This is an optimization exercise on Yosys and OpenROAD, whose aim is small area, a short achievable clock period and few clock cycles per item, not a production implementation. Function was checked by simulation only, so behaviour that the tests miss may differ from the original. Power is estimated from default activity; no workload was simulated.

Design eased_overlay_transition_sequencer_core, start of the top module:
module eased_overlay_transition_sequencer_core (
   input  wire                       clock,
   input  wire                       reset,
   input  wire                       req_tvalid,
   output logic                      req_tready,
   input  wire  [15:0]               req_tdata,    
   input  wire  [6:0]                req_tuser,    
   output logic                      rsp_tvalid,
   input  wire                       rsp_tready,
   output logic [eots_pkg::RSP_W-1:0] rsp_tdata,
   input  wire                       csr_write_enable,
   input  wire  [1:0]                csr_index,
   input  wire  [16:0]               csr_wdata
);
Size: about 3,100 cells after synthesis, roughly 140 I/O pins.
clock: 8.0 ns
lec_check: 0
cap_margin: 20
core_margin: 2
core_utilization: 60
cts_buf_list: sky130_fd_sc_hd__clkbuf_8
cts_cluster_diameter: 60
cts_cluster_size: 14
place_density: 0.75
setup_slack_margin: 3.35
slew_margin: 20
standard.sh (not shown) runs the stock make flow with config.mk's settings and CLKGATE_MAP_FILE= SYNTH_SCRIPT=/design/flow/synth_recipe.tcl, a recipe that flattens the netlist after the stock synthesis.
==> flow/flow/run.sh <==
#!/bin/bash
# The standard layout, with the port buffers made of the smallest buffer cell.
set -euo pipefail
export BUFFER_PORTS_ARGS="-buffer_cell sky130_fd_sc_hd__buf_1"
bash standard.sh > standard.log 2>&1
Testbench counts at the start, summed over its fixed seeds: cycles 7,468, items 7,142.
Rerun with:
- CTS_BUF_LIST: sky130_fd_sc_hd__clkbuf_8 -> sky130_fd_sc_hd__clkbuf_4
- CTS_CLUSTER_DIAMETER: 60 -> unset
- CTS_CLUSTER_SIZE: 14 -> unset
- SETUP_SLACK_MARGIN: 3.35 -> 3.5
- TNS_END_PERCENT: unset -> 10
Setup slack got worse by 0.12 ns.
Core utilization came out higher by 0.15 points.
Design area is about the same.
Count of clock-buffer cells in the layout came out higher by 102.
Critical path depth came out higher by 1.
Power came out higher by 2.1%.
Synthesized area is unchanged.
Clock skew came out higher by 0.028 ns.
Register-to-register slack got worse by 0.12 ns.
Sequential share of layout area stays flat.
Via count came out higher by 2.0%.
Rerun with:
- CTS_BUF_LIST: sky130_fd_sc_hd__clkbuf_4 -> sky130_fd_sc_hd__clkbuf_8
- CTS_CLUSTER_DIAMETER: unset -> 60
- CTS_CLUSTER_SIZE: unset -> 14
- SETUP_SLACK_MARGIN: 3.5 -> 2.95
- TNS_END_PERCENT: 10 -> unset
Result: Utilization is lower by 2.4 points. Final area is lower by 3.5%. Setup slack improves by 0.0054 ns. Clock skew is lower by 0.040 ns. Sequential power hardly moves. Wire length is lower by 2.9%. Power is lower by 9.0%. Worst hold slack improves by 0.011 ns. Die area is unchanged. Global-route usage is lower by 0.98 points. Critical path depth is unchanged.
Rerun with:
- SETUP_SLACK_MARGIN: 2.95 -> 3.2
Outcome: Synthesized cell count is unchanged. Total power grows by 0.93%. Die area is unchanged. Core utilization grows by 0.24 points. Global-route usage shrinks by 0.54 points. First-iteration DRC count grows by 17%. Non-clock buffer count shrinks by 4. Worst setup slack is better by 0.11 ns. Routed wire length shrinks by 2.7%. Cell area grows by 0.36%.

---

eased_overlay_transition_sequencer_core again, from the RTL that the note above started with.
Settings: LEC_CHECK=0, CAP_MARGIN=20, CORE_MARGIN=2, CORE_UTILIZATION=60, CTS_BUF_LIST=sky130_fd_sc_hd__clkbuf_8, CTS_CLUSTER_DIAMETER=60, CTS_CLUSTER_SIZE=14, PLACE_DENSITY=0.75, SETUP_SLACK_MARGIN=3.5, SLEW_MARGIN=20; clock period 8.0 ns.
Scripts as last shown in full above: flow/flow/run.sh
Testbench counts at the start, summed over its fixed seeds: cycles 7,468, items 7,142.
Change:
- CTS_CLUSTER_DIAMETER: 60 -> 70
- CTS_CLUSTER_SIZE: 14 -> 17
- SETUP_SLACK_MARGIN: 3.5 -> 3.2
Effect: Clock skew came out higher by 32 ps. Maximum frequency barely changes. Core utilization went down by 2.9 points. Combinational power is lower by 8.8%. Sequential power hardly moves. Total power goes down by 7.6%. Synthesized cell count does not change.

---

## trial 94
Starting RTL as in the previous note.
Settings: LEC_CHECK=0, CAP_MARGIN=20, CORE_MARGIN=2, CORE_UTILIZATION=60, CTS_BUF_LIST=sky130_fd_sc_hd__clkbuf_4, PLACE_DENSITY=0.75, SETUP_SLACK_MARGIN=3.5, SLEW_MARGIN=20; clock period 8.0 ns.
Scripts as last shown in full above: flow/flow/run.sh
Testbench counts of trial 94, summed over its fixed seeds: cycles 7,468, items 7,142.
Inputs modified between trial 94 and build 26:
==> flow/run.sh (new file) <==
#!/bin/bash
# synth_recipe.tcl (not shown) runs the flow's synth.tcl, then flattens the netlist and writes it again
# the make line also repeats each setting of config.mk as NAME=value (left out here)
make -C /OpenROAD-flow-scripts/flow DESIGN_CONFIG=/design/flow/config.mk WORK_HOME=/design/flow/orfs CLKGATE_MAP_FILE= SYNTH_SCRIPT=/design/flow/synth_recipe.tcl finish
removed: flow/flow/run.sh
removed: flow/standard.sh
## What came out
Worst slew margin relative to its limit for build 26: 4.5 points up relative to trial 94
Summary of the comparison: depth of the critical timing path with buffers and inverters included is lower in build 26, relative to trial 94.
Worst setup slack for build 26: 0.066 ns down relative to trial 94
The maximum frequency from static timing analysis of build 26 falls short of that of trial 94 by about 1.3%.

==> afterwards: timing with drivers on the ports <==
In the flow no input, the clock included, has a driving cell. The finished layouts below were timed again as built, in two steps. Step 1, drivers: a clkbuf_16 drives clock and a buf_2 each remaining input, both assumed. Step 2 adds t to the input delays and takes it off the output delays; t is the mean of the earliest and latest rising clock arrival at the registers after step 1. Input paths then give back, and output paths get back, about the clock's delay inside the block. a / b / c = no drivers / after step 1 / after step 2; a / b = the first two.
run	t, ns	slack for setup (ns)	worst slew at a driven data input, ns
the first run of note 1	0.707	3.144 / 3.144 / 3.144	0.06
the second run of note 1	0.891	3.020 / 3.020 / 2.958	0.07
the third run of note 1	0.664	3.025 / 3.025 / 3.025	0.10
the fourth run of note 1	0.667	3.132 / 3.132 / 3.132	0.04
the first run of note 2	0.680	3.138 / 3.138 / 3.138	0.04
the second run of note 2	0.716	3.142 / 3.142 / 3.142	0.04
trial 94	0.898	3.163 / 3.163 / 3.004	0.05
build 26	0.895	3.097 / 3.097 / 2.875	0.05
After both steps every run listed still meets setup and hold. The setup slack of build 26, which loses most, moves by 0.000 ns with the drivers and by -0.222 ns with both steps.
